Background: an optimization exercise with open tools, aiming at small area. Do not read the settings as production practice.
The RTL was checked by simulation tests, not by an equivalence proof against the original design.
Power figures rest on the tool's default switching activity, not on a simulated workload.

File: design/flow/design.v
package mips_pkg;
    localparam int DATA_W   = 32;
    localparam int ADDR_W   = 5;
    localparam int NUM_REGS = 32;
    typedef logic [ADDR_W-1:0] reg_addr_t;
    typedef logic [DATA_W-1:0] word_t;
    localparam reg_addr_t REG_ZERO = 5'd0;
    localparam reg_addr_t REG_SP   = 5'd29;
    localparam reg_addr_t REG_RA   = 5'd31;
endpackage
module porta_leitura #(
    parameter int DATA_W = 32,
    parameter int ADDR_W = 5
) (
    input  logic [2**ADDR_W-1:0][DATA_W-1:0] regs,
    input  logic [ADDR_W-1:0] rd_addr,
    input  logic              wr_en,
    input  logic [ADDR_W-1:0] wr_addr,
    input  logic [DATA_W-1:0] wr_data,
    output logic [DATA_W-1:0] rd_data
);
    logic [DATA_W-1:0] sel_s;
    logic unused_wr_s;
    assign unused_wr_s = ^{wr_en, wr_addr, wr_data};
    always_comb begin
        sel_s   = regs[rd_addr];
        rd_data = {DATA_W{1'b0}};
        if (rd_addr == {ADDR_W{1'b0}}) begin
            rd_data = {DATA_W{1'b0}};
        end else begin
            rd_data = sel_s;
        end
    end
endmodule
module banco_registradores #(
    parameter int                 DATA_W   = 32,
    parameter int                 ADDR_W   = 5,
    parameter logic [DATA_W-1:0]  RESET_SP = 32'h7FFF_EFFC
) (
    input  logic                 clk,
    input  logic                 rst_n,
    input  logic [ADDR_W-1:0]    rs_addr,
    input  logic [ADDR_W-1:0]    rt_addr,
    output logic [DATA_W-1:0]    rs_data,
    output logic [DATA_W-1:0]    rt_data,
    input  logic                 wr_en,
    input  logic [ADDR_W-1:0]    wr_addr,
    input  logic [DATA_W-1:0]    wr_data,
    output logic [2**ADDR_W-1:0] dirty
);
    localparam int NREGS = 2**ADDR_W;
    logic [NREGS-1:0][DATA_W-1:0] regs_r;
    logic [NREGS-1:0]  dirty_r;
    logic              wr_ok_s;
    assign wr_ok_s = wr_en && (wr_addr != {ADDR_W{1'b0}});
    always_ff @(posedge clk or negedge rst_n) begin
        if (!rst_n) begin
            for (int i = 0; i < NREGS; i++) begin
                regs_r[i] <= (i == int'(mips_pkg::REG_SP)) ? RESET_SP : {DATA_W{1'b0}};
            end
            dirty_r <= {NREGS{1'b0}};
        end else if (wr_ok_s) begin
            regs_r[wr_addr]  <= wr_data;
            dirty_r[wr_addr] <= 1'b1;
        end
    end
    assign dirty = dirty_r;
    porta_leitura #(.DATA_W(DATA_W), .ADDR_W(ADDR_W)) u_porta_rs (
        .regs    (regs_r),
        .rd_addr (rs_addr),
        .wr_en   (wr_en),
        .wr_addr (wr_addr),
        .wr_data (wr_data),
        .rd_data (rs_data)
    );
    porta_leitura #(.DATA_W(DATA_W), .ADDR_W(ADDR_W)) u_porta_rt (
        .regs    (regs_r),
        .rd_addr (rt_addr),
        .wr_en   (wr_en),
        .wr_addr (wr_addr),
        .wr_data (wr_data),
        .rd_data (rt_data)
    );
endmodule
File: design/flow/run.sh
#!/bin/bash
# synth_recipe.tcl (not shown) runs the flow's synth.tcl, then flattens the netlist and writes it again
# the make line also repeats each setting of config.mk as NAME=value (left out here)
make -C /OpenROAD-flow-scripts/flow DESIGN_CONFIG=/design/flow/config.mk WORK_HOME=/design/flow/orfs CLKGATE_MAP_FILE= SYNTH_SCRIPT=/design/flow/synth_recipe.tcl finish
File: design/flow/config.mk
export PLATFORM = sky130hd
export DESIGN_NAME = banco_registradores
export DESIGN_NICKNAME = banco_registradores
export VERILOG_FILES = /design/flow/design.v
export SDC_FILE = /design/flow/constraint.sdc
export NUM_CORES = 4
export LEC_CHECK = 0
export CAP_MARGIN = 20
export CORE_MARGIN = 2
export CORE_UTILIZATION = 50
export SLEW_MARGIN = 20
File: design/flow/constraint.sdc
create_clock -name core_clock -period 5.5 [get_ports {clk}]
set_input_delay 1.1000 -clock core_clock [delete_from_list [all_inputs] [get_ports {clk}]]
set_output_delay 1.1000 -clock core_clock [all_outputs]
set_load 0.01 [all_outputs]
==> results of run 1 <==
-- cell families (layout without fill, tap and decap cells) --
family	after synthesis	after routing	synth area share [%]
and+or+nand+nor	243	243	2.354
DFF	1056	1056	47.64
adders and majority gates	2	2	0.04505
muxes	1586	1586	41.06
xor gates and xnor gates	3	3	0.06084
buffers and inverters	470	607	3.805
other	0	1	0
AOI/OAI and AO/OA	379	379	5.037
-- stage by stage --
stage                     setup slack, ps  utilization, %  instance area, um2  cells
after floorplan                      1333               -               55540   3739
after global placement              229.1           53.80               59370   5141
after detailed placement            194.4           53.80               59370   5141
after CTS                           176.1           57.34               63280   5363
after global routing                84.90           57.34               63280   5365
final                               122.1           57.34               63280   5365
-- registers in the layout, summed over array words and instances, names as in the netlist --
signal / count
dirty_r: 32
regs_r: 1024
-- critical path: cells and delay by family --
family | cells | cell delay (ps)
compound gates | 3 | 830
simple gates | 1 | 520
buf+inv | 4 | 1780
-- how the worst min path moves through the flow --
stage | startpoint | end | slack (ps) | cells after the start
5_1_grt | rst_n | dirty_r[10] | 260 | 1
2_1_floorplan | regs_r[0] | regs_r[0] | 420 | 1
4_1_cts | regs_r[18] | regs_r[18] | 380 | 0
3_5_place_dp | regs_r[15] | regs_r[15] | 360 | 0
3_3_place_gp | regs_r[19] | regs_r[19] | 360 | 0
6_report | rst_n | dirty_r[10] | 260 | 1
-- routing by layer --
layer | vias to the layer above | wire length, um | global-route usage, % | share of wire (%)
met2 | 1644 | 86060 | 51.63 | 48
met1 | 19630 | 71410 | 42.50 | 40
li1 | 14510 | - | - | -
met4 | 4 | 8507 | 13.58 | 4.8
met3 | 451 | 12440 | 5.942 | 7.0
met5 | - | 26 | 0 | 0.015
-- where the power goes --
| part | switching (uW) | internal [uW] |
|---|---|---|
| clock network | 3290 | 4680 |
| logic | 2280 | 3730 |
| registers | 1550 | 9820 |
| total | 7120 | 18200 |
-- cell usage after synthesis (28+ instances only) --
cell | instances | share of area [%]
mux2_2 | 1003 | 20
o221ai_1 | 28 | 0.44
dfstp_2 | 28 | 1.3
dfrtp_1 | 1028 | 46
a211oi_1 | 65 | 0.88
mux2i_1 | 116 | 2.1
a21oi_1 | 82 | 0.74
mux4_2 | 452 | 18
clkbuf_1 | 229 | 1.5
inv_1 | 36 | 0.24
buf_4 | 35 | 0.47
buf_2 | 149 | 1.3
nand2_1 | 110 | 0.74
a22o_1 | 64 | 1.0
o22ai_1 | 50 | 0.56
-- cell type report --
class	count	share of cell area (%)
clock buffer	179	5.507
antenna	1	0.003954
tap	1488	2.942
multi-input combinational	2213	42.99
clock inverter	43	0.6723
timing repair buffer	349	5.855
inverter	36	0.2175
sequential	1056	41.81
==> metrics.yaml, run 1 <==
outcome: "finished clean"
slew_violations: 0
numPortBuffers: 145
crit_path_end_kind: "output port"
hpwlAfterDp_um: 108600
vias: 36240
power_density_mw_per_mm2: 400.4
drt-initial-drc-count: 2996
first_pass_iters: 5
crit_path_max_fanout: 19
fin_crit_ps: 5378
cap_violations: 0
vdd_drop_max_v: 0.0003255
postSynthAreaPerCell_um2: 14.85
start_util_pct: 50.33
ios: 146
reg2reg_depth: 1
grt_overflow: 0
synthCells: 3739
postCtsHoldBufs: 0
rsz0062_at_grt: "no"
clk_path_buf_depth: 3
yosys_warnings: 2
ys_ff_latch: 1056
fin_tns_setup_ps: 0
leakagePower_uw: 0.02744
crit_path_end: "rt_data[6]"
final-hold-violation-count: 0
fin_nets: 3827
final_common_cell: "dfrtp_1"
crit_required_ps: 4400
antenna_found_initial: 5
period_share_pct: 97.78
viasPerCell: 6.755
synthesis.area_mm2: 0.05554
ys.flop_type: "dfrtp_1"
grt_pass1_vias: 38770
critPathKind: "primary input to output port"
clkTransAtPathRegs_ps: 60
whs_ps: 264.2
rrSetupSlack_ps: 4670
insertion_delay_ps: 710
totalWireLength_um: 178400
fin_skew_ps: 0
yosysUniqueCellTypes: 63
drive_gt1_share_pct: 50.57
hold_path.class: "primary input to asynchronous set/reset pin"
synth-edff-count: 0
p_total_uw: 25340
slowest_delay_ps: 710
route.detailed.drc: 0
tightest_slew_ps: 1074
core-area_mm2: 0.1104
cts.htree.levels: 3
multiInputGateArea_mm2: 0.02720
tritoncts: "built"
regArea_mm2: 0.02646
gp_congestion: 0.8311
wl_per_cell_um: 33.26
worstPathArrival_ps: 4280
finalSetupViolCount: 0
cts.sinks: 1056
die-area_mm2: 0.1138
synth_nets: 3791
core.rowCount: 122
grt_pass1_wl_um: 264900
cp_slowest_cell: "clkdlybuf4s50_1"
die_y_um: 337.3
grt_start_max_net_pins: 127
reg2reg_from: "regs_r[605]"
start_kind: "primary input"
fmax_mhz: 185.9
setup.worst_path.start: "rt_addr[2]"
cts-buffers-inserted: 119
post_cts_resized: 0
root_buffer: "clkbuf_16"
ant_nets: 0
slew_headroom_pct: 28.16
synth_seq_area_share_pct: 47.64
crit_chain: "clkdlybuf4s50_1, or3b_2, buf_4, o221ai_1, a211oi_1, a211oi_1, buf_4, clkdlybuf4s50_1"
final_cell_mix: "1,028 x dfrtp_1, 1,003 x mux2_2, 452 x mux4_2"
gr-usage-all-layers_pct: 31.93
areaGrowthSynthToFinish_pct: 13.93
synth-async-reset-ratio_pct: 100.0
fillCellCount: 8565
die_x_um: 337.3
cts_setup_buffers: 0
reg2reg_to: "regs_r[605]"
==> inputs of run 2 (changes only) <==
==> design/flow/design.v (replaced) <==
package mips_pkg;
    localparam int DATA_W   = 32;
    localparam int ADDR_W   = 5;
    localparam int NUM_REGS = 32;
    typedef logic [ADDR_W-1:0] reg_addr_t;
    typedef logic [DATA_W-1:0] word_t;
    localparam reg_addr_t REG_ZERO = 5'd0;
    localparam reg_addr_t REG_SP   = 5'd29;
    localparam reg_addr_t REG_RA   = 5'd31;
endpackage
module porta_leitura #(
    parameter int                DATA_W   = 32,
    parameter int                ADDR_W   = 5,
    parameter logic [DATA_W-1:0] RESET_SP = 32'h7FFF_EFFC
) (
    input  logic [2**ADDR_W-1:1][DATA_W-1:0] regs,
    input  logic [2**ADDR_W-1:1]             dirty,
    input  logic [ADDR_W-1:0]                rd_addr,
    output logic [DATA_W-1:0]                rd_data
);
    localparam int NREGS = 2**ADDR_W;
    logic [NREGS-1:1] sel_s;
    logic             sp_sel_s;
    always_comb begin
        for (int i = 1; i < NREGS; i++) begin
            sel_s[i] = (rd_addr == ADDR_W'(i)) && dirty[i];
        end
        sp_sel_s = (rd_addr == mips_pkg::REG_SP) && !dirty[mips_pkg::REG_SP];
    end
    selecao_e_ou #(.DATA_W(DATA_W), .NREGS(NREGS), .RESET_SP(RESET_SP)) u_sel (
        .regs    (regs),
        .sel     (sel_s),
        .sp_sel  (sp_sel_s),
        .rd_data (rd_data)
    );
endmodule
module selecao_e_ou #(
    parameter int                DATA_W   = 32,
    parameter int                NREGS    = 32,
    parameter logic [DATA_W-1:0] RESET_SP = 32'h7FFF_EFFC
) (
    input  logic [NREGS-1:1][DATA_W-1:0] regs,
    input  logic [NREGS-1:1]             sel,
    input  logic                         sp_sel,
    output logic [DATA_W-1:0]            rd_data
);
    always_comb begin
        rd_data = RESET_SP & {DATA_W{sp_sel}};
        for (int i = 1; i < NREGS; i++) begin
            rd_data = rd_data | (regs[i] & {DATA_W{sel[i]}});
        end
    end
endmodule
module banco_registradores #(
    parameter int                 DATA_W   = 32,
    parameter int                 ADDR_W   = 5,
    parameter logic [DATA_W-1:0]  RESET_SP = 32'h7FFF_EFFC
) (
    input  logic                 clk,
    input  logic                 rst_n,
    input  logic [ADDR_W-1:0]    rs_addr,
    input  logic [ADDR_W-1:0]    rt_addr,
    output logic [DATA_W-1:0]    rs_data,
    output logic [DATA_W-1:0]    rt_data,
    input  logic                 wr_en,
    input  logic [ADDR_W-1:0]    wr_addr,
    input  logic [DATA_W-1:0]    wr_data,
    output logic [2**ADDR_W-1:0] dirty
);
    localparam int NREGS = 2**ADDR_W;
    logic [NREGS-1:1][DATA_W-1:0] regs_r;
    logic [NREGS-1:1][DATA_W-1:0] regs_d;
    logic [NREGS-1:1]             dirty_r;
    logic [NREGS-1:1]             wr_sel_s;
    logic [NREGS-1:1]             wr_hold_s;
    always_comb begin
        for (int i = 1; i < NREGS; i++) begin
            wr_sel_s[i]  = wr_en && (wr_addr == ADDR_W'(i));
            wr_hold_s[i] = !wr_sel_s[i];
        end
    end
    for (genvar i = 1; i < NREGS; i++) begin : g_word
        for (genvar b = 0; b < DATA_W; b++) begin : g_bit
            sel_escrita u_sel (
                .wr_data (wr_data[b]),
                .q       (regs_r[i][b]),
                .wr_sel  (wr_sel_s[i]),
                .wr_hold (wr_hold_s[i]),
                .d       (regs_d[i][b])
            );
        end
    end
    always_ff @(posedge clk) begin
        regs_r <= regs_d;
    end
    always_ff @(posedge clk or negedge rst_n) begin
        if (!rst_n) begin
            dirty_r <= '0;
        end else begin
            dirty_r <= dirty_r | wr_sel_s;
        end
    end
    assign dirty = {dirty_r, 1'b0};
    porta_leitura #(.DATA_W(DATA_W), .ADDR_W(ADDR_W), .RESET_SP(RESET_SP)) u_porta_rs (
        .regs    (regs_r),
        .dirty   (dirty_r),
        .rd_addr (rs_addr),
        .rd_data (rs_data)
    );
    porta_leitura #(.DATA_W(DATA_W), .ADDR_W(ADDR_W), .RESET_SP(RESET_SP)) u_porta_rt (
        .regs    (regs_r),
        .dirty   (dirty_r),
        .rd_addr (rt_addr),
        .rd_data (rt_data)
    );
endmodule
module sel_escrita (
    input  logic wr_data,
    input  logic q,
    input  logic wr_sel,
    input  logic wr_hold,
    output logic d
);
    assign d = (wr_data & wr_sel) | (q & wr_hold);
endmodule
--- a/design/flow/config.mk
+++ b/design/flow/config.mk
@@ -10,2 +10,3 @@
 export CORE_UTILIZATION = 50
 export SLEW_MARGIN = 20
+export SYNTH_HIERARCHICAL = 1
==> metrics.yaml, run 2 <==
synth-edff-count: 0
synth_top_area_share_pct: 47.74
crit_buf_inv: 4
vias: 44820
p_total_uw: 20650
cts.sinks: 1023
power_density_mw_per_mm2: 409.7
die_y_um: 292.4
areaGrowthSynthToFinish_pct: 21.15
slew_headroom_pct: 21.47
synth_nets: 3829
grt_start_max_net_pins: 33
tightest_slew_ps: 1174
place_area_mm2: 0.04665
ys_top_cells_by_count: "1,168 x a22o_1, 992 x dfxtp_1, 600 x a22oi_1"
regArea_mm2: 0.02063
outcome: "complete, but fails checks"
antenna_found_initial: 19
insertion_delay_ps: 710
clkTransAtPathRegs_ps: 70
synth_seq_area_share_pct: 49.60
gr-usage-all-layers_pct: 53.82
ys_ff_latch: 1023
postCtsHoldBufs: 0
finalInstanceArea_mm2: 0.05040
clk_path_buf_depth: 3
gp_congestion: 1.035
fin_skew_ps: 0
grt_pass1_vias: 42660
die-area_mm2: 0.08552
synthCells: 3779
fmax_mhz: 179.5
slew_violations: 0
synthesis.area_mm2: 0.04160
die_x_um: 292.4
final_util_pct: 61.28
finalSetupViolCount: 5
root_buffer: "clkbuf_16"
crit_family: "buffers and inverters"
numPortBuffers: 144
hpwlAfterDp_um: 145900
cts.htree.levels: 3
fin_tns_setup_ps: -183.8
leakagePower_uw: 0.02088
drt-initial-drc-count: 8755
ant_nets: 0
synth-async-reset-ratio_pct: 3.030
fillCellCount: 6704
tritoncts: "built"
fin_nets: 4138
postSynthAreaPerCell_um2: 11.01
grt_pass1_wl_um: 327600
core-area_mm2: 0.08224
rsz0062_at_grt: "no"
route.detailed.drc: 0
worstPathArrival_ps: 4470
final-hold-violation-count: 0
totalWireLength_um: 238400
wl_per_cell_um: 45.34
setup_ws_ps: -71.61
largest_register: "regs_r"
period_share_pct: 101.3
slowest_delay_ps: 690
start_util_pct: 50.58
fin_crit_ps: 5572
yosys_warnings: 9
final_cell_mix: "1,168 x a22o_1, 992 x dfxtp_1, 599 x a22oi_1"
violations: "negative setup slack"
yosys-top-cells-area: "dfxtp_1 48%, a22o_1 25%, a22oi_1 11%, a221oi_1 2.9%, nand3_1 2.2%"
crit_required_ps: 4400
vdd_drop_max_v: 0.0002839
first_pass_iters: 13
top_regs: "regs_r: 992 flops, dirty_r: 31 flops"
cp_slowest_cell: "or4_1"
multiInputGateArea_mm2: 0.02042
core.rowCount: 105
crit_chain: "clkdlybuf4s50_1, buf_4, and3b_2, and3_1, buf_4, a22oi_1, nand3_1, or4_1, clkdlybuf4s50_1"
crit_path_end_kind: "output port"
ys.flop_type: "dfxtp_1"
drive_gt1_share_pct: 14.22
post_cts_resized: 0
cts-buffers-inserted: 108
final_common_cell: "a22o_1"
crit_path_max_fanout: 15
start_kind: "primary input"
largest_register_ffs: 992
cap_violations: 0
synth_top_cell_by_area: "dfxtp_1"
hold_path.class: "primary input to asynchronous set/reset pin"
cts_setup_buffers: 0
viasPerCell: 8.525
synth.most_common_cell: "a22o_1"
ios: 146
grt_overflow: 0
critPathKind: "primary input to output port"
yosysUniqueCellTypes: 40
run 2: changes by cell type in the layout (fill, tap and decap cells not counted), sizes merged, moves of 65 or more:
cell    previous run  this run
a211oi            65         0
mux2            1018         0
nand3             11       184
nand4              2        73
mux4             452         0
mux2i            116         0
nand2            110        32
dfrtp           1028        31
a22oi              0       600
a22o              64      1168
a221oi            24       176
dfxtp              0       992
run 2: area by class of cell:
| cell class | instances | share of cell area, % |
|---|---|---|
| repair buffers | 413 | 8.481 |
| clock buffers | 163 | 6.534 |
| clock inverters | 36 | 0.8069 |
| flip-flops and latches | 1023 | 40.94 |
| diodes | 11 | 0.05462 |
| multi-input cells | 2542 | 40.52 |
| well taps | 1070 | 2.656 |
run 2: stage by stage:
stage / std cells / setup slack, ps / hold slack, ps
after floorplan: 3779 / 1706 / 463.2
after global placement: 5048 / 59.99 / 478.4
after detailed placement: 5048 / 25.02 / 481.4
after CTS: 5247 / 19.97 / 497.5
after global routing: 5248 / 2.867 / 514.7
final: 5258 / -71.61 / 469.0
run 2: logic make-up after synthesis:
logic type | share of synthesized area, %
other cells | 0.009015
compound gates | 41.15
buf+inv | 2.117
flops | 49.60
simple gates | 7.116
run 2: report_power, final:
group / switching [uW] / internal, uW
Clock: 3250 / 4450
Sequential: 1380 / 8910
Combinational: 1210 / 1460
run 2: metal layers:
metal / part of all wire (%) / track usage (%) / vias to the layer above / routed length, um
li1: - / - / 16730 / -
met3: 18 / 25.86 / 1518 / 41800
met1: 34 / 64.67 / 21570 / 80850
met5: 0.066 / 0.6807 / - / 158
met4: 10 / 41.85 / 16 / 23890
met2: 38 / 73.12 / 4987 / 91710
run 2: Yosys stat by module, one instance, submodules excluded, excerpt:
module               flops+latches  cell area (um2)
sel_escrita                      0            8.758
banco_registradores           1023            21440
run 2: final timing paths:
| path | depth (start not counted) | from | endpoint | slack, ps |
|---|---|---|---|---|
| min in group core_clock | 1 | regs_r[541] | regs_r[541] | 500 |
| worst max register to register | 1 | dirty_r[31] | dirty_r[31] | 4540 |
| worst min-delay path | 1 | rst_n | dirty_r[28] | 470 |
| worst max-delay path | 9 | rs_addr[0] | rs_data[17] | -70 |
| worst min register to register | 1 | regs_r[541] | regs_r[541] | 500 |
| max in group asynchronous | 1 | rst_n | dirty_r[26] | 4440 |
==> inputs of run 3 (changes only) <==
--- a/design/flow/design.v
+++ b/design/flow/design.v
@@ -21,34 +21,62 @@
     localparam int NREGS = 2**ADDR_W;
     logic [NREGS-1:1] sel_s;
-    logic             sp_sel_s;
+    logic             sp_sel_n_s;
     always_comb begin
         for (int i = 1; i < NREGS; i++) begin
             sel_s[i] = (rd_addr == ADDR_W'(i)) && dirty[i];
         end
-        sp_sel_s = (rd_addr == mips_pkg::REG_SP) && !dirty[mips_pkg::REG_SP];
+        sp_sel_n_s = !((rd_addr == mips_pkg::REG_SP) && !dirty[mips_pkg::REG_SP]);
     end
-    selecao_e_ou #(.DATA_W(DATA_W), .NREGS(NREGS), .RESET_SP(RESET_SP)) u_sel (
-        .regs    (regs),
-        .sel     (sel_s),
-        .sp_sel  (sp_sel_s),
-        .rd_data (rd_data)
-    );
+    for (genvar b = 0; b < DATA_W; b++) begin : g_bit
+        logic [10:0] grp_n;
+        logic [2:0]  part;
+        for (genvar g = 0; g < 10; g++) begin : g_grp
+            aoi222 u_aoi (
+                .a1 (sel_s[3*g+1]), .b1 (regs[3*g+1][b]),
+                .a2 (sel_s[3*g+2]), .b2 (regs[3*g+2][b]),
+                .a3 (sel_s[3*g+3]), .b3 (regs[3*g+3][b]),
+                .y  (grp_n[g])
+            );
+        end
+        nand2 u_nand (.a (sel_s[31]), .b (regs[31][b]), .y (grp_n[10]));
+        nand4 u_n0 (.a (grp_n[0]), .b (grp_n[1]), .c (grp_n[2]), .d (grp_n[3]), .y (part[0]));
+        nand4 u_n1 (.a (grp_n[4]), .b (grp_n[5]), .c (grp_n[6]), .d (grp_n[7]), .y (part[1]));
+        if (RESET_SP[b]) begin : g_sp
+            nand4 u_n2 (.a (grp_n[8]), .b (grp_n[9]), .c (grp_n[10]), .d (sp_sel_n_s), .y (part[2]));
+        end else begin : g_nosp
+            nand3 u_n2 (.a (grp_n[8]), .b (grp_n[9]), .c (grp_n[10]), .y (part[2]));
+        end
+        or3   u_or (.a (part[0]), .b (part[1]), .c (part[2]), .y (rd_data[b]));
+    end
 endmodule
-module selecao_e_ou #(
-    parameter int                DATA_W   = 32,
-    parameter int                NREGS    = 32,
-    parameter logic [DATA_W-1:0] RESET_SP = 32'h7FFF_EFFC
-) (
-    input  logic [NREGS-1:1][DATA_W-1:0] regs,
-    input  logic [NREGS-1:1]             sel,
-    input  logic                         sp_sel,
-    output logic [DATA_W-1:0]            rd_data
+module aoi222 (
+    input  logic a1, b1, a2, b2, a3, b3,
+    output logic y
 );
-    always_comb begin
-        rd_data = RESET_SP & {DATA_W{sp_sel}};
-        for (int i = 1; i < NREGS; i++) begin
-            rd_data = rd_data | (regs[i] & {DATA_W{sel[i]}});
-        end
-    end
+    assign y = !((a1 & b1) | (a2 & b2) | (a3 & b3));
+endmodule
+module nand2 (
+    input  logic a, b,
+    output logic y
+);
+    assign y = !(a & b);
+endmodule
+module nand3 (
+    input  logic a, b, c,
+    output logic y
+);
+    assign y = !(a & b & c);
+endmodule
+module nand4 (
+    input  logic a, b, c, d,
+    output logic y
+);
+    assign y = !(a & b & c & d);
+endmodule
+module or3 (
+    input  logic a, b, c,
+    output logic y
+);
+    assign y = a | b | c;
 endmodule
 module banco_registradores #(
==> design/flow/flow/run.sh (new file) <==
#!/bin/bash
# Own layout flow: the standard ORFS flow (standard.sh), unchanged
# synthesis, with plain buffers on the ports and a clock tree of smaller
# buffers. Each tool's output goes to a log file in this folder.
set -euo pipefail
export BUFFER_PORTS_ARGS="-buffer_cell sky130_fd_sc_hd__buf_2"
bash standard.sh finish > flow_make.log 2>&1
==> design/flow/standard.sh (new file) <==
#!/bin/bash
# synth_recipe.tcl (not shown) runs the flow's synth.tcl, then flattens the netlist and writes it again
# the make line also repeats each setting of config.mk as NAME=value (left out here)
make -C /OpenROAD-flow-scripts/flow DESIGN_CONFIG=/design/flow/config.mk WORK_HOME=/design/flow/orfs CLKGATE_MAP_FILE= SYNTH_SCRIPT=/design/flow/synth_recipe.tcl "${@:-finish}"
--- a/design/flow/config.mk
+++ b/design/flow/config.mk
@@ -9,4 +9,5 @@
 export CORE_MARGIN = 2
 export CORE_UTILIZATION = 50
+export CTS_BUF_LIST = sky130_fd_sc_hd__clkbuf_4 sky130_fd_sc_hd__clkbuf_8
 export SLEW_MARGIN = 20
 export SYNTH_HIERARCHICAL = 1
removed: design/flow/run.sh
==> metrics.yaml, run 3 <==
outcome: "finished clean"
cts.sinks: 1023
hold_path.class: "primary input to asynchronous set/reset pin"
ys_ff_latch: 1023
postSynthAreaPerCell_um2: 12.15
slew_violations: 0
crit_family: "simple AND/OR/NAND/NOR gates"
period_share_pct: 93.79
synth_nets: 3261
drive_gt1_share_pct: 17.31
crit_required_ps: 4400
die_x_um: 283.4
whs_ps: 312.5
critPathKind: "primary input to output port"
areaGrowthSynthToFinish_pct: 17.64
ys.flop_type: "dfxtp_1"
grt_pass1_wl_um: 275500
start_kind: "primary input"
fin_crit_ps: 5158
fillCellCount: 6349
first_pass_iters: 12
gr-usage-all-layers_pct: 46.25
gp_congestion: 0.9926
final_util_pct: 59.35
largest_register: "regs_r"
fin_nets: 3660
ys_top_cells_by_count: "992 x a22o_1, 992 x dfxtp_1, 640 x a222oi_1"
fin_tns_setup_ps: 0
slew_headroom_pct: 11.68
ant_nets: 0
clk_path_buf_depth: 3
worstPathArrival_ps: 4060
route.detailed.drc: 0
synth_top_area_share_pct: 50.90
rsz0062_at_grt: "no"
drt-initial-drc-count: 10570
synth-async-reset-ratio_pct: 3.030
yosysUniqueCellTypes: 35
leakagePower_uw: 0.01904
synth_top_cell_by_area: "dfxtp_1"
cts_setup_buffers: 0
synth-edff-count: 0
hpwlAfterDp_um: 111200
synthesis.area_mm2: 0.03902
ios: 146
die_y_um: 283.4
fin_skew_ps: 0
insertion_delay_ps: 840
fmax_mhz: 193.9
crit_path_end_kind: "output port"
final_cell_mix: "992 x a22o_1, 992 x dfxtp_1, 640 x a222oi_1"
slowest_delay_ps: 860
finalSetupViolCount: 0
grt_pass1_vias: 39370
crit_buf_inv: 2
cts-buffers-inserted: 169
crit_chain: "buf_2, and3b_2, and3_2, a222oi_1, nand4_1, or3_1, buf_2"
core.rowCount: 102
numPortBuffers: 144
clkTransAtPathRegs_ps: 60
cap_violations: 0
cp_slowest_cell: "a222oi_1"
yosys_warnings: 8
final-hold-violation-count: 0
viasPerCell: 8.558
grt_start_max_net_pins: 33
vdd_drop_max_v: 0.0002321
tritoncts: "built"
power_density_mw_per_mm2: 434.5
grt_overflow: 0
vias: 40970
die-area_mm2: 0.08029
tightest_slew_ps: 1325
crit_path_max_fanout: 32
largest_register_ffs: 992
root_buffer: "clkbuf_8"
cp_common_cell: "buf_2"
synthCells: 3211
synth_seq_area_share_pct: 52.88
yosys-top-cells-area: "dfxtp_1 51%, a22o_1 22%, a222oi_1 16%, nand4_1 3.0%, dfrtp_1 2.0%"
start_util_pct: 50.45
core-area_mm2: 0.07734
postCtsHoldBufs: 0
totalWireLength_um: 196600
post_cts_resized: 0
top_regs: "regs_r: 992 flops, dirty_r: 31 flops"
antenna_found_initial: 10
cts.htree.levels: 4
wl_per_cell_um: 41.07
==> run 3: cell types whose count changed after synthesis, moves of 16 or more <==
cell      previous run  this run
nand2_1             32        96
a221oi_1           136         0
clkbuf_1           147         7
a222oi_1             8       640
a21oi_1             56         0
nand3_1            184         8
or3_1                0        64
or4_1               64         0
buf_1               16         0
a221oi_2            40         0
a22oi_1            600         0
buf_2               45         9
a22o_1            1168       992
nand4_1             73       185
==> run 3: per-module statistics from Yosys, one instance, submodules excluded, excerpt <==
| module | flip-flops and latches | cell area, um2 | copies in the design | cells |
|---|---|---|---|---|
| banco_registradores | 1023 | 21440 | 1 | 1163 |
| aoi222 | 0 | 10.01 | 640 | 1 |
| sel_escrita | 0 | 8.758 | 992 | 1 |
| nand4 | 0 | 6.256 | 184 | 1 |
| or3 | 0 | 6.256 | 64 | 1 |
| nand3 | 0 | 5.005 | 8 | 1 |
| nand2 | 0 | 3.754 | 64 | 1 |
==> run 3: area by class of cell <==
class	instances	area, um2	area share [%]
Clock inverter	24	246.5	0.5370
Clock buffer	280	3491	7.605
Sequential cell	1023	20630	44.96
Timing Repair Buffer	250	1659	3.615
Antenna cell	4	10.01	0.02181
Multi-Input combinational cell	2166	18560	40.43
Tap cell	1040	1301	2.835
==> run 3: final timing paths <==
check	from	endpoint	slack, ps	depth (start not counted)
hold / removal	rst_n	dirty_r[13]	310	1
hold reg to reg	regs_r[984]	regs_r[984]	500	1
min in group core_clock	regs_r[984]	regs_r[984]	500	1
setup reg to reg	dirty_r[9]	dirty_r[9]	4660	1
setup / recovery	rs_addr[1]	rs_data[12]	340	7
max in group asynchronous	rst_n	dirty_r[29]	4720	1
==> run 3: where the power goes <==
group	leakage [uW]	total, uW	switching (uW)	internal, uW
Sequential	0.00861	10200	1290	8910
Clock	0.00199	7320	3250	4070
Combinational	0.00843	2430	1140	1280
==> run 3: cells by family (layout without fill, tap and decap cells) <==
family	after synthesis	count (layout)	synth area share, %
AOI/OAI and AO/OA	1663	1663	39.28
and+or+nand+nor	502	502	7.529
DFF	1023	1023	52.88
other	1	5	0.009611
buffers and inverters	22	554	0.2950
==> run 3: through the flow <==
stage	setup WS, ps	std cells	instance area (um2)	power, uW
4_1_cts	616.2	4779	45800	19780
3_5_place_dp	625.8	4475	42060	12570
5_1_grt	495.2	4784	45890	20540
6_report	341.6	4787	45900	19950
3_3_place_gp	650.4	4472	41980	12410
2_1_floorplan	1753	3211	39020	11420
==> run 3: per-layer routing <==
layer | track usage, % | share of wire [%]
met5 | 1.548 | 0.095
met4 | 34.42 | 8.4
met3 | 18.33 | 17
met1 | 58.44 | 35
met2 | 63.06 | 40
==> inputs of run 4 (changes only) <==
==> design/flow/flow/run.sh (replaced) <==
#!/bin/bash
# Own layout flow: the standard ORFS flow (standard.sh), unchanged
# synthesis, with plain buffers on the ports and a clock tree of fewer,
# smaller buffers without dummy loads. make's output goes to flow_make.log;
# ORFS keeps each step's log under orfs/logs.
set -euo pipefail
export BUFFER_PORTS_ARGS="-buffer_cell sky130_fd_sc_hd__buf_2"
export CTS_ARGS="-sink_clustering_enable -repair_clock_nets -dont_use_dummy_load -buf_list {sky130_fd_sc_hd__clkbuf_8} -sink_clustering_size 16 -sink_clustering_max_diameter 60"
bash standard.sh finish > flow_make.log 2>&1
==> metrics.yaml, run 4 <==
wl_per_cell_um: 42.72
worstPathArrival_ps: 4020
cap_violations: 0
outcome: "finished clean"
synth_nets: 3261
cts.sinks: 1023
totalWireLength_um: 194900
cts.htree.levels: 3
power_density_mw_per_mm2: 379.8
grt_pass1_vias: 38300
ys_top_cells_by_count: "992 x a22o_1, 992 x dfxtp_1, 640 x a222oi_1"
final-hold-violation-count: 0
clk_path_buf_depth: 3
fin_skew_ps: 0
fin_tns_setup_ps: 0
viasPerCell: 8.817
period_share_pct: 93.02
reg2reg_to: "dirty_r[4]"
root_buffer: "clkbuf_8"
start_kind: "primary input"
vias: 40220
hpwlAfterDp_um: 111200
synth_seq_area_share_pct: 52.88
yosys_warnings: 8
setup_ws_ps: 383.9
synth_top_cell_by_area: "dfxtp_1"
grt_most_used_layer: "met2"
crit_required_ps: 4400
top_regs: "regs_r: 992 flops, dirty_r: 31 flops"
largest_register: "regs_r"
drt-initial-drc-count: 9927
ys_ff_latch: 1023
gr-usage-all-layers_pct: 45.71
rrSetupSlack_ps: 4670
cts_setup_buffers: 0
die-area_mm2: 0.08029
die_y_um: 283.4
fin_nets: 3571
use_met3_pct: 16.27
core.rowCount: 102
grt_pass1_wl_um: 272300
slew_headroom_pct: 12.63
rsz0062_at_grt: "no"
synth-edff-count: 0
largest_register_ffs: 992
start_util_pct: 50.45
p_total_uw: 16420
antenna_found_initial: 5
leakagePower_uw: 0.01761
finalSetupViolCount: 0
postCtsHoldBufs: 0
met1_usage_pct: 58.50
synth_top_area_share_pct: 50.90
reg2reg_depth: 1
tightest_slew_ps: 1311
fin_crit_ps: 5116
areaGrowthSynthToFinish_pct: 10.80
post_cts_resized: 0
clkTransAtPathRegs_ps: 90
synthesis.area_mm2: 0.03902
dp_slack_ps: 625.8
crit_path_max_fanout: 32
postSynthAreaPerCell_um2: 12.15
fmax_mhz: 195.5
core-area_mm2: 0.07734
gp_congestion: 0.9926
synthCells: 3211
reg2reg_from: "dirty_r[4]"
crit_path_end_kind: "output port"
final_cell_mix: "992 x a22o_1, 992 x dfxtp_1, 640 x a222oi_1"
hold_path.class: "primary input to asynchronous set/reset pin"
vdd_drop_max_v: 0.0002057
critPathKind: "primary input to output port"
grt_start_max_net_pins: 33
yosys-top-cells-area: "dfxtp_1 51%, a22o_1 22%, a222oi_1 16%, nand4_1 3.0%, dfrtp_1 2.0%"
numPortBuffers: 144
cts-buffers-inserted: 82
first_pass_iters: 15
die_x_um: 283.4
ant_nets: 0
ys.flop_type: "dfxtp_1"
slew_violations: 0
final_util_pct: 55.90
yosysUniqueCellTypes: 35
whs_ps: 414.7
tritoncts: "built"
grt_overflow: 0
ios: 146
route.detailed.drc: 0
insertion_delay_ps: 730
grt_use_met2_pct: 63.32
drive_gt1_share_pct: 12.05
synth-async-reset-ratio_pct: 3.030
-- run 4: worst max path at each step --
| stage | from | end |
|---|---|---|
| after floorplan | rs_addr[2] | rs_data[0] |
| after global placement | rs_addr[2] | rs_data[10] |
| after detailed placement | rs_addr[2] | rs_data[21] |
| after CTS | rs_addr[2] | rs_data[21] |
| after global routing | rt_addr[0] | rt_data[10] |
| final | rs_addr[1] | rs_data[10] |
-- run 4: critical path: stages --
cell and delay [ps]:
buf_2 160, and3b_2 270, and3_2 540, a222oi_1 610, nand4_1 560, or3_1 580, buf_2 160
-- run 4: area by class of cell --
cell class                      count  area, um2
Timing Repair Buffer              248       1604
Antenna cell                        2      5.005
Tap cell                         1040       1301
Fill cell                        6535      34110
Multi-Input combinational cell   2166      18560
Sequential cell                  1023      20630
Clock buffer                       82       1129
-- run 4: kinds of logic (layout without fill, tap and decap cells) --
group / count (synthesis) / count (layout) / share of synthesized area [%]
AOI/OAI and AO/OA: 1663 / 1663 / 39.28
DFF: 1023 / 1023 / 52.88
and+or+nand+nor: 502 / 502 / 7.529
other: 1 / 3 / 0.009611
buffers and inverters: 22 / 330 / 0.2950
-- run 4: layer usage --
metal	share of wire, %	wire length [um]
met5	0.096	188
met4	8.4	16390
met3	16	31660
met1	35	68550
met2	40	78080
-- run 4: power by group --
part / total [uW] / switching, uW / internal [uW] / leakage (uW)
clock: 3830 / 2490 / 1340 / 0.000590
combinational: 2420 / 1140 / 1280 / 0.00841
sequential: 10200 / 1280 / 8890 / 0.00861
-- run 4: metrics by stage --
step / instance area (um2) / cells
finish: 43230 / 4561
floorplan: 39020 / 3211
CTS: 43190 / 4557
global placement: 41980 / 4472
detailed placement: 42060 / 4475
global route: 43230 / 4560
-- run 4: Yosys stat by module (local to each module, per instance), a selection --
module               copies in the design  area, um2  flops+latches
banco_registradores                     1      21440           1023
or3                                    64      6.256              0
aoi222                                640      10.01              0
nand4                                 184      6.256              0
nand2                                  64      3.754              0
nand3                                   8      5.005              0
sel_escrita                           992      8.758              0
==> inputs of run 5 (changes only) <==
==> design/flow/config.mk (replaced) <==
export PLATFORM = sky130hd
export DESIGN_NAME = banco_registradores
export DESIGN_NICKNAME = banco_registradores
export VERILOG_FILES = /design/flow/design.v
export SDC_FILE = /design/flow/constraint.sdc
export NUM_CORES = 4
export LEC_CHECK = 0
export CAP_MARGIN = 10
export CORE_MARGIN = 2
export CORE_UTILIZATION = 45
export SLEW_MARGIN = 10
export SYNTH_HIERARCHICAL = 1
==> metrics.yaml, run 5 <==
largest_register_ffs: 992
clkTransAtPathRegs_ps: 80
synthesis.area_mm2: 0.03902
crit_family: "simple AND/OR/NAND/NOR gates"
crit_buf_inv: 2
yosys-top-cells-area: "dfxtp_1 51%, a22o_1 22%, a222oi_1 16%, nand4_1 3.0%, dfrtp_1 2.0%"
fin_crit_ps: 5194
dp_slack_ps: 629.8
multiInputGateArea_mm2: 0.01855
vdd_drop_max_v: 0.0002383
ys.flop_type: "dfxtp_1"
synth_top_cell_by_area: "dfxtp_1"
drt-initial-drc-count: 12250
core-area_mm2: 0.08555
die_x_um: 298.5
cts_setup_buffers: 0
yosys_warnings: 8
start_kind: "primary input"
core.rowCount: 107
totalWireLength_um: 218900
fin_nets: 3592
synth_seq_area_share_pct: 52.88
synth-async-reset-ratio_pct: 3.030
postSynthAreaPerCell_um2: 12.15
top_regs: "regs_r: 992 flops, dirty_r: 31 flops"
fin_tns_setup_ps: 0
route.detailed.drc: 0
yosysUniqueCellTypes: 35
areaGrowthSynthToFinish_pct: 11.58
largest_register: "regs_r"
fillCellCount: 7513
start_util_pct: 45.61
slew_headroom_pct: 5.397
period_share_pct: 94.44
worstPathArrival_ps: 4090
gp_congestion: 0.9869
ys_top_cells_by_count: "992 x a22o_1, 992 x dfxtp_1, 640 x a222oi_1"
grt_pass1_vias: 39990
tritoncts: "built"
fin_skew_ps: 0
synth-edff-count: 0
outcome: "finished clean"
critPathKind: "primary input to output port"
slowest_delay_ps: 1200
setup.worst_path.start: "rs_addr[3]"
finalSetupViolCount: 0
die-area_mm2: 0.08908
insertion_delay_ps: 710
viasPerCell: 8.995
crit_path_max_fanout: 32
regArea_mm2: 0.02063
synth_top_area_share_pct: 50.90
slew_violations: 0
ys_ff_latch: 1023
die_y_um: 298.5
rrSetupSlack_ps: 4650
crit_required_ps: 4400
drive_gt1_share_pct: 12.46
final_cell_mix: "992 x a22o_1, 992 x dfxtp_1, 640 x a222oi_1"
wl_per_cell_um: 46.54
root_buffer: "clkbuf_8"
gr-usage-all-layers_pct: 46.33
numPortBuffers: 144
hold_path.class: "primary input to asynchronous set/reset pin"
synth_nets: 3261
hpwlAfterDp_um: 124800
crit_chain: "buf_2, nor3b_2, and3_2, a222oi_1, nand4_1, or3_1, buf_2"
cp_slowest_cell: "a222oi_1"
reg2reg_to: "regs_r[317]"
rsz0062_at_grt: "no"
post_cts_resized: 0
tightest_slew_ps: 1419
postCtsHoldBufs: 0
grt_start_max_net_pins: 33
reg2reg_from: "regs_r[317]"
cap_violations: 0
cts.sinks: 1023
grt_pass1_wl_um: 299200
first_pass_iters: 15
vias: 42310
ant_nets: 0
clk_path_buf_depth: 3
crit_path_end_kind: "output port"
power_density_mw_per_mm2: 381.3
p_total_uw: 16600
antenna_found_initial: 25
cts-buffers-inserted: 85
fmax_mhz: 192.5
stdcell_count: 4704
cp_common_cell: "buf_2"
synthCells: 3211
ios: 146
reg2reg_depth: 1
cts.htree.levels: 3
grt_overflow: 0
setup_ws_ps: 305.9
leakagePower_uw: 0.01772
placed_cells: 4597
final-hold-violation-count: 0
[run 5: cell types whose count changed in the layout (fill, tap and decap cells not counted), sizes merged]
cell / delta
buf: +18
diode: +18
clkbuf: +3
[run 5: worst max path at each step]
| stage | endpoint | slack, ps | cells past startpoint |
|---|---|---|---|
| after floorplan | rs_data[0] | 1750 | 5 |
| after global placement | rs_data[23] | 640 | 8 |
| after detailed placement | rs_data[23] | 630 | 8 |
| after CTS | rs_data[23] | 620 | 8 |
| after global routing | rs_data[29] | 390 | 7 |
| final | rs_data[29] | 310 | 7 |
[run 5: Yosys stat by module, one instance, submodules excluded, excerpt]
module | copies in the design | cell area, um2
aoi222 | 640 | 10.01
banco_registradores | 1 | 21440
nand2 | 64 | 3.754
nand3 | 8 | 5.005
nand4 | 184 | 6.256
or3 | 64 | 6.256
sel_escrita | 992 | 8.758
[run 5: logic make-up after synthesis]
logic type / count (synthesis) / synth area share [%]
compound gates: 1663 / 39.28
buf+inv: 22 / 0.2950
flops: 1023 / 52.88
other cells: 1 / 0.009611
simple gates: 502 / 7.529
[run 5: report_power, final]
part	switching [uW]	leakage [uW]	internal (uW)
clock	2550	0.000611	1380
sequential	1340	0.00861	8890
combinational	1160	0.00850	1280
total	5040	0.0177	11600
[run 5: per-stage QoR]
stage | hold slack [ps] | util (%) | area, um2
floorplan | 461.8 | - | 39020
global placement | 475.7 | 49.42 | 42280
detailed placement | 478.4 | 49.42 | 42280
CTS | 388.5 | 50.79 | 43450
global route | 441.4 | 50.85 | 43500
finish | 408.6 | 50.89 | 43540
[run 5: final cells by class]
cell class	count	share of cell area (%)
clock buffers	85	2.687
flip-flops and latches	1023	47.39
repair buffers	266	3.903
diodes	20	0.1150
multi-input cells	2166	42.61
well taps	1144	3.288
[run 5: layer usage]
metal | part of all wire (%) | wire [um] | global-route usage, % | vias up
li1 | - | - | - | 15500
met1 | 34 | 74610 | 56.84 | 20460
met2 | 38 | 84030 | 62.12 | 4893
met3 | 18 | 40170 | 23.21 | 1427
met4 | 9.1 | 19830 | 32.94 | 26
met5 | 0.14 | 306 | 2.011 | -
==> inputs of run 6 (changes only) <==
--- a/design/flow/config.mk
+++ b/design/flow/config.mk
@@ -8,5 +8,5 @@
 export CAP_MARGIN = 10
 export CORE_MARGIN = 2
-export CORE_UTILIZATION = 45
+export CORE_UTILIZATION = 40
 export SLEW_MARGIN = 10
 export SYNTH_HIERARCHICAL = 1
==> metrics.yaml, run 6 <==
outcome: "finished clean"
areaGrowthSynthToFinish_pct: 11.10
synth_top_area_share_pct: 50.90
drt-initial-drc-count: 9267
root_buffer: "clkbuf_8"
cts_setup_buffers: 0
core-area_mm2: 0.09671
vias: 38950
worstPathArrival_ps: 4040
synth-async-reset-ratio_pct: 3.030
tritoncts: "built"
drive_gt1_share_pct: 12.61
reg2reg_from: "dirty_r[2]"
finalSetupViolCount: 0
viasPerCell: 8.161
postSynthAreaPerCell_um2: 12.15
gp_congestion: 0.9662
yosys_warnings: 8
gr-usage-all-layers_pct: 36.61
insertion_delay_ps: 710
synthesis.area_mm2: 0.03902
hold_path.class: "primary input to asynchronous set/reset pin"
final_cell_mix: "992 x a22o_1, 992 x dfxtp_1, 640 x a222oi_1"
cap_violations: 0
crit_path_max_fanout: 21
fin_skew_ps: 0
vdd_drop_max_v: 0.0002021
grt_pass1_vias: 36570
ys_top_cells_by_count: "992 x a22o_1, 992 x dfxtp_1, 640 x a222oi_1"
die-area_mm2: 0.1001
largest_register_ffs: 992
rsz0062_at_grt: "no"
fmax_mhz: 194.4
crit_path_end_kind: "output port"
p_total_uw: 16290
synthCells: 3211
leakagePower_uw: 0.01748
fin_nets: 3542
die_x_um: 316.3
clkTransAtPathRegs_ps: 100
die_y_um: 316.3
fin_crit_ps: 5144
clk_path_buf_depth: 3
power_density_mw_per_mm2: 375.7
ys.flop_type: "dfxtp_1"
totalWireLength_um: 192100
grt_pass1_wl_um: 268300
slew_violations: 0
start_util_pct: 40.35
fin_tns_setup_ps: 0
numPortBuffers: 144
route.detailed.drc: 0
reg2reg_to: "dirty_r[2]"
cts.sinks: 1023
grt_start_max_net_pins: 33
cts.htree.levels: 3
slew_headroom_pct: 8.543
antenna_found_initial: 11
grt_overflow: 0
synth_top_cell_by_area: "dfxtp_1"
core.rowCount: 114
synth_seq_area_share_pct: 52.88
largest_register: "regs_r"
yosys-top-cells-area: "dfxtp_1 51%, a22o_1 22%, a222oi_1 16%, nand4_1 3.0%, dfrtp_1 2.0%"
crit_required_ps: 4400
period_share_pct: 93.53
ant_nets: 0
yosysUniqueCellTypes: 35
hpwlAfterDp_um: 109500
ys_ff_latch: 1023
synth_nets: 3261
critPathKind: "primary input to output port"
postCtsHoldBufs: 0
final-hold-violation-count: 0
start_kind: "primary input"
reg2reg_depth: 1
tightest_slew_ps: 1369
ios: 146
top_regs: "regs_r: 992 flops, dirty_r: 31 flops"
first_pass_iters: 13
post_cts_resized: 0
wl_per_cell_um: 40.25
rrSetupSlack_ps: 4750
synth-edff-count: 0
cts-buffers-inserted: 79
[run 6: cell count changes in the layout (fill, tap and decap cells not counted), sizes merged]
cell,before,now
buf,266,222
clkbuf,85,79
diode,20,6
[run 6: cell type report]
cell class / instances / area [um2]
antenna: 6 / 15.01
clock buffer: 79 / 1087
fill: 8960 / 53360
multi-input combinational: 2166 / 18660
sequential: 1023 / 20630
tap: 1276 / 1597
timing repair buffer: 222 / 1356
[run 6: worst max path at each step]
| stage | slack, ps | cells after the start | start | end |
|---|---|---|---|---|
| 2_1_floorplan | 1750 | 5 | rs_addr[2] | rs_data[0] |
| 3_3_place_gp | 660 | 8 | rs_addr[2] | rs_data[19] |
| 3_5_place_dp | 720 | 8 | rs_addr[0] | rs_data[4] |
| 4_1_cts | 720 | 8 | rs_addr[0] | rs_data[4] |
| 5_1_grt | 460 | 8 | rs_addr[0] | rs_data[4] |
| 6_report | 360 | 8 | rs_addr[0] | rs_data[4] |
[run 6: metal layers]
metal | share of wire [%] | track usage, % | routed length [um] | vias up
met3 | 16 | 14.24 | 31550 | 777
met1 | 37 | 48.50 | 71710 | 18930
met2 | 39 | 49.70 | 74700 | 3837
met5 | 0.041 | 0.09470 | 78 | -
met4 | 7.3 | 22.44 | 14060 | 6
li1 | - | - | - | 15390
[run 6: modules after synthesis (local to each module, per instance), a selection]
module,area [um2],copies in the design,cells,flip-flops and latches
nand3,5.005,8,1,0
sel_escrita,8.758,992,1,0
or3,6.256,64,1,0
banco_registradores,21440,1,1163,1023
aoi222,10.01,640,1,0
nand2,3.754,64,1,0
nand4,6.256,184,1,0
[run 6: critical path: stages]
cell and delay, ps:
buf_2 160, and3b_2 260, and3_2 380, buf_4 320
a222oi_1 420, nand4_1 620, or3_1 610, buf_2 160
[run 6: stage by stage]
stage          hold slack, ps  util, %  cell area (um2)  setup slack, ps  instances
2_1_floorplan           461.8        -            39020             1753       3211
3_3_place_gp            476.2    43.69            42250            664.5       4687
3_5_place_dp            476.6    43.69            42250            717.4       4687
4_1_cts                 371.4    44.81            43330            716.9       4766
5_1_grt                 427.0    44.81            43340            458.4       4768
6_report                399.2    44.82            43350            355.9       4772
[run 6: kinds of logic after synthesis]
family                 count (synthesis)  synth area share (%)
AOI/OAI and AO/OA                   1663                 39.28
buffers and inverters                 22                0.2950
and+or+nand+nor                      502                 7.529
other                                  1              0.009611
DFF                                 1023                 52.88
[run 6: report_power, final]
part	leakage, uW	switching, uW	internal (uW)
clock	0.000568	2490	1290
combinational	0.00830	1090	1280
sequential	0.00861	1250	8890
==> inputs of run 7 (changes only) <==
--- a/design/flow/config.mk
+++ b/design/flow/config.mk
@@ -9,4 +9,5 @@
 export CORE_MARGIN = 2
 export CORE_UTILIZATION = 40
+export PLACE_DENSITY = 0.7
 export SLEW_MARGIN = 10
 export SYNTH_HIERARCHICAL = 1
==> metrics.yaml, run 7 <==
first_pass_iters: 14
tightest_slew_ps: 1442
postCtsHoldBufs: 0
fin_tns_setup_ps: 0
gr-usage-all-layers_pct: 34.94
setup_ws_ps: 460.3
synth_top_cell_by_area: "dfxtp_1"
vdd_drop_max_v: 0.0002491
outcome: "finished clean"
ys_top_cells_by_count: "992 x a22o_1, 992 x dfxtp_1, 640 x a222oi_1"
cap_violations: 0
postSynthAreaPerCell_um2: 12.15
grt_start_max_net_pins: 33
cts.htree.levels: 3
dp_slack_ps: 711.7
insertion_delay_ps: 710
grt_pass1_wl_um: 259200
crit_path_max_fanout: 23
clkTransAtPathRegs_ps: 100
drive_gt1_share_pct: 12.21
hpwlAfterDp_um: 104200
yosys_warnings: 8
fin_skew_ps: 0
synth_compound_area_share_pct: 39.28
die-area_mm2: 0.1001
start_kind: "primary input"
cp_common_cell: "buf_2"
gp_congestion: 0.9980
totalWireLength_um: 184700
period_share_pct: 91.63
cp_slowest_cell: "or3_1"
hold_path.class: "primary input to asynchronous set/reset pin"
synth-edff-count: 0
synth-simple-area-share_pct: 7.529
ios: 146
fin_nets: 3540
cts_setup_buffers: 0
antenna_found_initial: 23
synthCells: 3211
grt_overflow: 0
synth-xor-area-share_pct: 0
cts.sinks: 1023
wl_per_cell_um: 38.64
slew_headroom_pct: 3.851
synth_nets: 3261
ys.flop_type: "dfxtp_1"
largest_register: "regs_r"
yosys-top-cells-area: "dfxtp_1 51%, a22o_1 22%, a222oi_1 16%, nand4_1 3.0%, dfrtp_1 2.0%"
crit_chain: "buf_2, and3b_2, and3_2, buf_4, a222oi_1, nand4_1, or3_1, buf_2"
slew_violations: 0
vias: 39900
die_x_um: 316.3
root_buffer: "clkbuf_8"
synth_top_family_by_area: "compound AO/OA/AOI/OAI gates"
crit_required_ps: 4400
critPathKind: "primary input to output port"
die_y_um: 316.3
synthesis.area_mm2: 0.03902
drt-initial-drc-count: 10440
synth_mux_area_share_pct: 0
synthAdderAreaFrac_pct: 0
largest_register_ffs: 992
fin_crit_ps: 5040
synth_top_area_share_pct: 50.90
grt_pass1_vias: 37150
viasPerCell: 8.346
top_regs: "regs_r: 992 flops, dirty_r: 31 flops"
areaGrowthSynthToFinish_pct: 11.01
core-area_mm2: 0.09671
ant_nets: 0
post_cts_resized: 0
finalSetupViolCount: 0
leakagePower_uw: 0.01746
clk_path_buf_depth: 3
whs_ps: 419.7
final-hold-violation-count: 0
synth-async-reset-ratio_pct: 3.030
route.detailed.drc: 0
tritoncts: "built"
final_cell_mix: "992 x a22o_1, 992 x dfxtp_1, 640 x a222oi_1"
yosysUniqueCellTypes: 35
worstPathArrival_ps: 3940
crit_path_end_kind: "output port"
cts-buffers-inserted: 76
core.rowCount: 114
slowest_delay_ps: 530
start_util_pct: 40.35
numPortBuffers: 144
fmax_mhz: 198.4
power_density_mw_per_mm2: 373.9
rsz0062_at_grt: "no"
ys_ff_latch: 1023
synth_seq_area_share_pct: 52.88
## run 7: cell counts after synthesis
Identical to the previous run, type by type.
## run 7: power breakdown
group,leakage (uW),internal (uW),switching (uW)
Clock,0.000547,1240,2470
Sequential,0.00861,8890,1240
Combinational,0.00831,1280,1080
Total,0.0175,11400,4780
## run 7: modules after synthesis, one instance, submodules excluded, a selection
module | flip-flops and latches | cells | cell area (um2) | copies in the design
aoi222 | 0 | 1 | 10.01 | 640
banco_registradores | 1023 | 1163 | 21440 | 1
nand2 | 0 | 1 | 3.754 | 64
nand3 | 0 | 1 | 5.005 | 8
nand4 | 0 | 1 | 6.256 | 184
or3 | 0 | 1 | 6.256 | 64
## run 7: layout make-up
| class | count | area (um2) |
|---|---|---|
| tap | 1276 | 1597 |
| clock buffer | 76 | 1046 |
| antenna | 16 | 40.04 |
| fill | 8943 | 53390 |
| multi-input combinational | 2166 | 18630 |
| sequential | 1023 | 20630 |
| timing repair buffer | 223 | 1371 |
## run 7: worst paths after layout
kind                            depth (start not counted)           to  slack (ps)        start
worst max register to register                          1  dirty_r[13]        4720  dirty_r[13]
worst max-delay path                                    8  rt_data[19]         460   rt_addr[0]
max in group asynchronous                               1  dirty_r[26]        4630        rst_n
worst min register to register                          1  regs_r[777]         510  regs_r[777]
min in group core_clock                                 1  regs_r[777]         510  regs_r[777]
worst min-delay path                                    1  dirty_r[27]         420        rst_n
## run 7: cells by family (layout without fill, tap and decap cells)
family | Yosys count | in the layout
and+or+nand+nor | 502 | 502
other | 1 | 17
DFF | 1023 | 1023
AOI/OAI and AO/OA | 1663 | 1663
buffers and inverters | 22 | 299
## run 7: worst max-delay path: cells and delay by family
family | cells | cell delay [ps]
buf+inv | 3 | 600
simple gates | 4 | 1760
compound gates | 1 | 460
## run 7: through the flow
stage	cell area (um2)	cells	util, %	total power, uW
after global placement	42160	4685	43.59	12370
after CTS	43240	4763	44.71	16000
final	43320	4780	44.79	16200
after floorplan	39020	3211	-	11420
after global routing	43290	4771	44.77	16680
after detailed placement	42200	4687	43.63	12460
## run 7: routing by layer
metal | wire (um) | track usage [%] | part of all wire [%] | vias up
met5 | 153 | 0.5208 | 0.083 | -
met2 | 71790 | 47.21 | 39 | 4368
met3 | 33970 | 14.22 | 18 | 1037
met1 | 64010 | 45.26 | 35 | 19070
met4 | 14760 | 23.48 | 8.0 | 20
li1 | - | - | - | 15400
==> inputs of run 8 (changes only) <==
==> design/flow/flow/run.sh (replaced) <==
#!/bin/bash
# Own layout flow: the standard ORFS flow (standard.sh), unchanged
# synthesis, with plain buffers on the ports and a clock tree of fewer,
# smaller buffers without dummy loads. make's output goes to flow_make.log;
# ORFS keeps each step's log under orfs/logs.
set -euo pipefail
export BUFFER_PORTS_ARGS="-buffer_cell sky130_fd_sc_hd__buf_1"
export CTS_ARGS="-sink_clustering_enable -repair_clock_nets -dont_use_dummy_load -buf_list {sky130_fd_sc_hd__clkbuf_16} -sink_clustering_size 30 -sink_clustering_max_diameter 80"
bash standard.sh finish > flow_make.log 2>&1
--- a/design/flow/config.mk
+++ b/design/flow/config.mk
@@ -6,8 +6,8 @@
 export NUM_CORES = 4
 export LEC_CHECK = 0
-export CAP_MARGIN = 10
+export CAP_MARGIN = 20
 export CORE_MARGIN = 2
-export CORE_UTILIZATION = 40
-export PLACE_DENSITY = 0.7
-export SLEW_MARGIN = 10
+export CORE_UTILIZATION = 50
+export CTS_BUF_LIST = sky130_fd_sc_hd__clkbuf_4 sky130_fd_sc_hd__clkbuf_8
+export SLEW_MARGIN = 20
 export SYNTH_HIERARCHICAL = 1
==> metrics.yaml, run 8 <==
ios: 146
final_cell_mix: "992 x a22o_1, 992 x dfxtp_1, 640 x a222oi_1"
slew_headroom_pct: 6.308
core-area_mm2: 0.07734
grt_pass1_vias: 39490
setup_ws_ps: 282.5
synthesis.area_mm2: 0.03902
tritoncts: "built"
post_cts_resized: 0
crit_path_end: "rt_data[11]"
rsz0062_at_grt: "no"
outcome: "finished clean"
crit_path_end_kind: "output port"
first_pass_iters: 19
wl_per_cell_um: 46.34
grt_most_used_layer: "met2"
route.detailed.drc: 0
rrSetupSlack_ps: 4650
postCtsHoldBufs: 0
areaGrowthSynthToFinish_pct: 12.14
finalSetupViolCount: 0
insertion_delay_ps: 660
fin_crit_ps: 5218
setup.worst_path.start: "rt_addr[1]"
top_regs: "regs_r: 992 flops, dirty_r: 31 flops"
critPathKind: "primary input to output port"
cap_violations: 0
synth_top_cell_by_area: "dfxtp_1"
synth-edff-count: 0
worstPathArrival_ps: 4120
viasPerCell: 9.090
yosys-top-cells-area: "dfxtp_1 51%, a22o_1 22%, a222oi_1 16%, nand4_1 3.0%, dfrtp_1 2.0%"
hpwlAfterDp_um: 125000
yosys_warnings: 8
reg2reg_to: "dirty_r[29]"
postSynthAreaPerCell_um2: 12.15
synth_nets: 3261
placed_cells: 4543
p_total_uw: 16620
slew_violations: 0
grt_overflow: 0
ys.flop_type: "dfxtp_1"
largest_register_ffs: 992
cts.sinks: 1023
root_buffer: "clkbuf_16"
grt_start_max_net_pins: 33
reg2reg_from: "dirty_r[29]"
final_util_pct: 56.58
start_util_pct: 50.45
start_kind: "primary input"
yosysUniqueCellTypes: 35
fin_tns_setup_ps: 0
synth_seq_area_share_pct: 52.88
fillCellCount: 6534
gp_congestion: 0.9618
stdcell_count: 4600
grt_use_met2_pct: 67.56
cts_setup_buffers: 0
die_y_um: 283.4
vdd_drop_max_v: 0.0003186
fin_skew_ps: 0
leakagePower_uw: 0.01756
drt-initial-drc-count: 11830
grt_pass1_wl_um: 292200
gr-usage-all-layers_pct: 49.96
ys_top_cells_by_count: "992 x a22o_1, 992 x dfxtp_1, 640 x a222oi_1"
cts-buffers-inserted: 47
synthCells: 3211
reg2reg_depth: 1
use_met3_pct: 24.98
largest_register: "regs_r"
cts.htree.levels: 2
crit_path_max_fanout: 17
clk_path_buf_depth: 3
synth_top_area_share_pct: 50.90
clkTransAtPathRegs_ps: 100
synth-async-reset-ratio_pct: 3.030
met1_usage_pct: 61.31
period_share_pct: 94.86
vias: 41810
antenna_found_initial: 9
fmax_mhz: 191.7
ys_ff_latch: 1023
dp_slack_ps: 575.4
tightest_slew_ps: 1405
numPortBuffers: 144
crit_required_ps: 4400
ant_nets: 0
totalWireLength_um: 213200
hold_path.class: "primary input to asynchronous set/reset pin"
drive_gt1_share_pct: 9.209
core.rowCount: 102
die_x_um: 283.4
fin_nets: 3603
die-area_mm2: 0.08029
power_density_mw_per_mm2: 379.8
final-hold-violation-count: 0
[run 8: cells by family (layout without fill, tap and decap cells)]
| logic type | after synthesis | count (layout) | share of synthesized area, % |
|---|---|---|---|
| flip-flops | 1023 | 1023 | 52.88 |
| AND/OR/NAND/NOR | 502 | 502 | 7.529 |
| other | 1 | 10 | 0.009611 |
| buffers and inverters | 22 | 362 | 0.2950 |
| AO/OA/AOI/OAI | 1663 | 1663 | 39.28 |
[run 8: through the flow]
step                area (um2)  hold WS [ps]
floorplan                39020         461.8
global placement         42350         475.5
detailed placement       42520         475.7
CTS                      43700         504.2
global route             43740         519.1
finish                   43760         493.5
[run 8: metal layers]
layer / wire (um) / up-vias / part of all wire (%)
li1: - / 15510 / -
met1: 71640 / 20160 / 34
met2: 82560 / 4799 / 39
met3: 39870 / 1331 / 19
met4: 18890 / 14 / 8.9
met5: 190 / - / 0.089
[run 8: layout make-up]
cell class	instances	area, um2	share of cell area (%)
Sequential cell	1023	20630	47.16
Multi-Input combinational cell	2166	18570	42.44
Tap cell	1040	1301	2.974
Timing Repair Buffer	315	2051	4.687
Clock buffer	47	1176	2.688
Antenna cell	9	22.52	0.05147
[run 8: worst min-delay path by stage]
stage | start | endpoint | cells after the start
final | rst_n | dirty_r[28] | 1
after CTS | regs_r[962] | regs_r[962] | 1
after global placement | regs_r[503] | regs_r[503] | 1
after global routing | regs_r[991] | regs_r[991] | 1
after detailed placement | regs_r[960] | regs_r[960] | 1
after floorplan | regs_r[0] | regs_r[0] | 1
[run 8: modules after synthesis (local to each module, per instance), a selection]
module / times used / cell area (um2) / flops+latches / cells inside
sel_escrita: 992 / 8.758 / 0 / 1
nand2: 64 / 3.754 / 0 / 1
aoi222: 640 / 10.01 / 0 / 1
banco_registradores: 1 / 21440 / 1023 / 1163
nand4: 184 / 6.256 / 0 / 1
nand3: 8 / 5.005 / 0 / 1
[run 8: critical path: stages]
cell	delay, ps
buf_1	240
and3b_2	280
and3_1	550
buf_4	440
buf_4	210
a222oi_1	240
nand4_1	270
or3_1	580
buf_1	190
[run 8: where the power goes]
group / switching [uW] / internal (uW) / leakage [uW]
Sequential: 1310 / 8890 / 0.00861
Clock: 2450 / 1530 / 0.000579
Combinational: 1180 / 1260 / 0.00838

==> separate check: timing with driven ports <==
How much do the figures lean on ideal ports? The routed layouts below were timed once more, with nothing changed but the port constraints. Step 1: set_driving_cell puts a clkbuf_16 on clk and a buf_2 on each other input, an assumption about the parent block. Step 2 adds t to the input delays and takes it off the output delays; t is the mean of the earliest and latest rising clock arrival at the registers after step 1. Input paths then give back, and output paths get back, about the clock's delay inside the block. Three values: no drivers, after step 1, after step 2; two values: the first two.
run | t (ns) | slack for setup (ns) | worst register clock-pin slew, ns | pins driven straight from the clock port
run 1 | 0.786 | 0.122 / 0.094 / 0.094 | 0.06 / 0.06 | 1
run 2 | 0.808 | -0.072 / -0.107 / -0.107 | 0.07 / 0.07 | 1
run 3 | 0.897 | 0.342 / 0.305 / 0.305 | 0.07 / 0.07 | 1
run 4 | 0.787 | 0.384 / 0.347 / 0.347 | 0.11 / 0.11 | 1
run 5 | 0.822 | 0.306 / 0.278 / 0.278 | 0.11 / 0.11 | 1
run 6 | 0.772 | 0.356 / 0.315 / 0.315 | 0.12 / 0.12 | 1
run 7 | 0.785 | 0.460 / 0.409 / 0.409 | 0.11 / 0.11 | 1
run 8 | 0.736 | 0.282 / 0.245 / 0.245 | 0.12 / 0.12 | 1
The setup slack of run 7, which loses most, moves by -0.051 ns with the drivers and by -0.051 ns with both steps.
